Background: an optimization exercise with open tools, aiming at small area and few clock cycles per item. Do not read the settings as production practice.
Function was checked by simulation only, so behaviour that the tests miss may differ from the original.
No activity file was given, so power comes from the tool's default toggle rates.

==> module cam_frame_analyzer, before the edit <==
module cam_frame_analyzer
(
    input  logic        clk,
    input  logic        rst,
    input  logic        init,
    output logic [14:0] mem_addr,
    input  logic [11:0] mem_data,
    output logic        busy,
    output logic        done,
    output logic [1:0]  color,
    output logic [1:0]  figure,
    output logic [14:0] pix_count
);
    localparam logic [2:0] ST_IDLE = 3'b000;
    localparam logic [2:0] ST_DONE = 3'b001;
    localparam logic [2:0] ST_SCAN = 3'b100;
    localparam logic [2:0] ST_DOM1 = 3'b101;
    localparam logic [2:0] ST_DOM2 = 3'b110;
    localparam logic [2:0] ST_COL  = 3'b111;
    localparam logic [2:0] ST_MUL  = 3'b010;
    logic [2:0]  st;
    logic [1:0]  dom;      
    logic        ci;       
    logic [6:0]  h_nx;
    logic [7:0]  x;
    logic [9:0]  z;
    logic [14:0] red, grn, blu;
    logic [7:0]  xmin, xmax;
    logic [6:0]  h, dy;
    logic        seen;
    logic s_scan, s_dom1, s_dom2, s_col, s_mul, s_dom;
    logic accept, x_end, z_end, scan_end, x_adv, z_adv, x_wrap, z_wrap, mul_end;
    logic is_r, is_g, is_b, col, pix_c;
    logic lt, gt, in_box;
    logic [14:0] other;
    logic gtr, big, cin_m, ld;
    logic [2:0] k, s;
    logic [14:0] red_inc, grn_sum, blu_sum, grn_op, blu_op;
    logic        red_ci, grn_ci, blu_ci, h_ci;
    logic [7:0]  x_inc, x_nx;
    logic [9:0]  z_inc, z_nx;
    logic [6:0]  h_inc;
    logic        c;
    assign s_scan = (st == ST_SCAN);
    assign s_dom1 = (st == ST_DOM1);
    assign s_dom2 = (st == ST_DOM2);
    assign s_col  = (st == ST_COL);
    assign s_mul  = (st == ST_MUL);
    assign s_dom  = s_dom1 | s_dom2;
    assign busy      = st[2] | st[1];
    assign done      = (st == ST_DONE);
    assign pix_count = red;
    assign color     = dom & {2{big}};
    assign figure    = {ci & big, big & (~gtr | ~ci)};
    assign accept   = init & ~busy;
    assign x_end    = x[7] & (&x[4:0]);
    assign z_end    = z[9] & z[6] & z[4] & z[2] & z[1] & z[0];
    assign scan_end = s_scan & x_end & z_end;
    pixel_classifier u_cls (
        .pix  (mem_data),
        .is_r (is_r),
        .is_g (is_g),
        .is_b (is_b)
    );
    assign col   = is_r | is_g | is_b;
    assign pix_c = s_scan & col;
    always_comb begin
        lt = 1'b0;
        gt = 1'b0;
        for (int i = 0; i < 8; i++) begin
            lt = (xmin[i] & ~x[i]) | ((xmin[i] | ~x[i]) & lt);
            gt = (x[i] & ~xmax[i]) | ((x[i] | ~xmax[i]) & gt);
        end
    end
    assign in_box = ~lt & ~gt;
    assign other = s_dom1 ? grn : blu;
    always_comb begin
        gtr = 1'b0;
        for (int i = 0; i < 15; i++)
            gtr = (other[i] & ~red[i]) | ((other[i] | ~red[i]) & gtr);
    end
    assign big = |red[14:6];
    assign ld  = s_dom & gtr;
    assign k = grn[2:0];
    assign s = x[2:0];
    always_comb begin
        case (s)
            3'd0: cin_m = (k != 3'd0);
            3'd1: cin_m = (k >= 3'd2);
            3'd2: cin_m = (k >= 3'd4);
            3'd3: cin_m = (k >= 3'd5);
            3'd4: cin_m = (k == 3'd7);
            3'd5: cin_m = (k >= 3'd3);
            3'd6: cin_m = (k >= 3'd6);
            default: cin_m = 1'b0;
        endcase
    end
    assign mul_end = s_mul & (s == 3'd7);
    assign x_adv  = s_scan | s_col | s_mul;
    assign z_adv  = s_scan & (&x[4:0]);
    assign red_ci = s_scan & is_r;
    assign grn_ci = s_scan & is_g;
    assign grn_op = {8'd0, dy & {7{s_col & in_box}}};
    assign blu_ci = (s_scan & is_b) | (s_mul & cin_m);
    assign blu_op = {3'd0, grn[14:3] & {12{s_mul & ~mul_end}}};
    assign h_ci   = s_scan & x_end & (seen | col);
    always_comb begin
        h_nx = h_inc;
        if (s_dom1)
            h_nx[1:0] = gtr ? 2'd2 : 2'd1;
        else if (s_dom2 & gtr)
            h_nx[1:0] = 2'd3;
        if (s_mul & (s == 3'd5))
            h_nx[2] = ~gtr;
    end
    assign dom = h[1:0];
    assign ci  = h[2];
    always_comb begin
        c = red_ci;
        for (int i = 0; i < 15; i++) begin
            red_inc[i] = red[i] ^ c;
            c = red[i] & c;
        end
        c = grn_ci;
        for (int i = 0; i < 15; i++) begin
            grn_sum[i] = grn[i] ^ grn_op[i] ^ c;
            c = (grn[i] & grn_op[i]) | (grn[i] & c) | (grn_op[i] & c);
        end
        c = blu_ci;
        for (int i = 0; i < 15; i++) begin
            blu_sum[i] = blu[i] ^ blu_op[i] ^ c;
            c = (blu[i] & blu_op[i]) | (blu[i] & c) | (blu_op[i] & c);
        end
        c = x_adv;
        for (int i = 0; i < 8; i++) begin
            x_inc[i] = x[i] ^ c;
            c = x[i] & c;
        end
        c = z_adv;
        for (int i = 0; i < 10; i++) begin
            z_inc[i] = z[i] ^ c;
            c = z[i] & c;
        end
        c = h_ci;
        for (int i = 0; i < 7; i++) begin
            h_inc[i] = h[i] ^ c;
            c = h[i] & c;
        end
    end
    assign x_wrap = x_end & x_adv;
    assign z_wrap = z_end & z_adv;
    assign x_nx = {x_inc[7] & ~x_wrap, x_inc[6], x_inc[5] & ~x_wrap, x_inc[4],
                   x_inc[3] & ~mul_end, x_inc[2:0]} & {8{busy}};
    assign z_nx = {z_inc[9] & ~z_wrap, z_inc[8:7], z_inc[6] & ~z_wrap, z_inc[5],
                   z_inc[4:3] & ~{2{z_wrap}}, z_inc[2:0]} & {10{busy}};
    assign mem_addr = {z_nx, x_nx[4:0]};
    always_ff @(posedge clk or negedge rst) begin
        if (!rst) begin
            st     <= ST_IDLE;
            red    <= 15'd0;
        end else begin
            if (accept)
                red <= 15'd0;
            else if (ld)
                red <= other;
            else
                red <= red_inc;
            case (st)
                ST_IDLE, ST_DONE: if (accept) st <= ST_SCAN;
                ST_SCAN: if (scan_end) st <= ST_DOM1;
                ST_DOM1: st <= ST_DOM2;
                ST_DOM2: st <= ST_COL;
                ST_COL:  if (x_end) st <= ST_MUL;
                ST_MUL:  if (mul_end) st <= ST_DONE;
                default: st <= ST_IDLE;
            endcase
        end
    end
    always_ff @(posedge clk) begin
        grn  <= (accept | s_dom2) ? 15'd0 : grn_sum;
        blu  <= (accept | s_col)  ? 15'd0 : blu_sum;
        seen <= ~accept & (seen | pix_c);
        h    <= accept ? 7'd1 : h_nx;
        x    <= x_nx;
        z    <= z_nx;
        if (pix_c & (~seen | lt)) xmin <= x;
        if (pix_c & (~seen | gt)) xmax <= x;
        if (pix_c) dy <= h;
    end
endmodule
clock: 12.0 ns
lec_check: 0
cap_margin: 20
core_margin: 2
core_utilization: 40
cts_buf_list: sky130_fd_sc_hd__clkbuf_8
slew_margin: 20
standard.sh (not shown) runs the stock make flow with config.mk's settings and CLKGATE_MAP_FILE= SYNTH_SCRIPT=/design/flow/synth_recipe.tcl, a recipe that flattens the netlist after the stock synthesis.
==> flow/flow/run.sh <==
#!/bin/bash
# The standard layout (standard.sh) with three changes:
#  - synthesis is synth_recipe.tcl with an area-only abc script (flow/synth.tcl);
#  - the port buffers use the smallest buffer cell (buf_1); every input and
#    output port still gets its own buffer;
#  - clock tree synthesis adds no dummy loads (the tree's own buffers only).
# The full make output goes to standard.log; ORFS keeps each step's log
# under orfs/logs/.
set -euo pipefail
here=$(pwd)
bash standard.sh \
  SYNTH_SCRIPT="$here/flow/synth.tcl" \
  FLOW_SYNTH_TCL="$here/synth_recipe.tcl" \
  AREA_ABC_SCRIPT="$here/flow/area.abc" \
  BUFFER_PORTS_ARGS="-buffer_cell sky130_fd_sc_hd__buf_1" \
  CTS_ARGS="-sink_clustering_enable -repair_clock_nets -buf_list sky130_fd_sc_hd__clkbuf_8 -dont_use_dummy_load" \
  finish > standard.log 2>&1
==> flow/flow/area.abc <==
strash
balance
 rewrite
 refactor
 balance
 rewrite
 rewrite -z
 balance
 refactor -z
 rewrite -z
 balance
balance
 rewrite
 refactor
 balance
 rewrite
 rewrite -z
 balance
 refactor -z
 rewrite -z
 balance
balance
 rewrite
 refactor
 balance
 rewrite
 rewrite -z
 balance
 refactor -z
 rewrite -z
 balance
&get -n
 &deepsyn -I 10 -J 200
 &put
dch -f
amap
topo
==> flow/flow/synth.tcl <==
# The standard synthesis (synth_recipe.tcl, run unchanged), except that
# abc maps the combinational logic with flow/area.abc, an area-only script
# (rewriting, &deepsyn, then the amap standard-cell mapper), instead of ORFS's script.
# Flip-flops are mapped before abc and are left exactly as the standard
# synthesis makes them.
proc abc {args} {
  set i [lsearch -exact $args -script]
  if {$i >= 0} {
    set args [lreplace $args $i [expr {$i + 1}] -script $::env(AREA_ABC_SCRIPT)]
  }
  yosys abc {*}$args
}
source $::env(FLOW_SYNTH_TCL)
The baseline completed with no timing, DRC or antenna violations.
Testbench counts at the start, summed over its fixed seeds: cycles 929,800, frames 48.
Edit:
--- a/flow/design.v
+++ b/flow/design.v
@@ -195,21 +195,25 @@
             c = h[i] & c;
         end
     end
     assign x_wrap = x_end & x_adv;
     assign z_wrap = z_end & z_adv;
     assign x_nx = {x_inc[7] & ~x_wrap, x_inc[6], x_inc[5] & ~x_wrap, x_inc[4],
-                   x_inc[3] & ~mul_end, x_inc[2:0]} & {8{busy}};
+                   x_inc[3] & ~mul_end, x_inc[2:0]};
     assign z_nx = {z_inc[9] & ~z_wrap, z_inc[8:7], z_inc[6] & ~z_wrap, z_inc[5],
-                   z_inc[4:3] & ~{2{z_wrap}}, z_inc[2:0]} & {10{busy}};
+                   z_inc[4:3] & ~{2{z_wrap}}, z_inc[2:0]};
     assign mem_addr = {z_nx, x_nx[4:0]};
     always_ff @(posedge clk or negedge rst) begin
         if (!rst) begin
             st     <= ST_IDLE;
+            x      <= 8'd0;
+            z      <= 10'd0;
             red    <= 15'd0;
         end else begin
+            x <= x_nx;
+            z <= z_nx;
             if (accept)
                 red <= 15'd0;
             else if (ld)
                 red <= other;
             else
                 red <= red_inc;
@@ -226,13 +230,11 @@
     end
     always_ff @(posedge clk) begin
         grn  <= (accept | s_dom2) ? 15'd0 : grn_sum;
         blu  <= (accept | s_col)  ? 15'd0 : blu_sum;
         seen <= ~accept & (seen | pix_c);
         h    <= accept ? 7'd1 : h_nx;
-        x    <= x_nx;
-        z    <= z_nx;
         if (pix_c & (~seen | lt)) xmin <= x;
         if (pix_c & (~seen | gt)) xmax <= x;
         if (pix_c) dy <= h;
     end
 endmodule
Effect:
- die area stays flat
- clock skew hardly moves
- final area stays flat
- fmax fell slightly
- clock power fell by a few percent
Testbench counts after the change, summed over its fixed seeds: cycles 929,800, frames 48.

==> static timing again, ports no longer ideal <==
How much do the figures lean on ideal ports? The routed layouts below were timed once more, with nothing changed but the port constraints.
Step 1 assumes that a clkbuf_16 drives the clock port and a buf_2 every other input.
Step 2, shift: input delay + t, output delay - t, t = (earliest + latest rising clock arrival at the registers) / 2. This alone moves slack from input paths to output paths.
a / b / c = no drivers / after step 1 / after step 2; a / b = the first two.
run	t, ns	setup WS [ns]	worst data-port slew with drivers (ns)
the first run	0.392	3.492 / 3.503 / 3.111	0.03
the second run	0.386	3.466 / 3.479 / 3.093	0.04
After both steps every run listed still meets setup and hold. The setup slack of the first run, which loses most, moves by +0.011 ns with the drivers and by -0.381 ns with both steps.
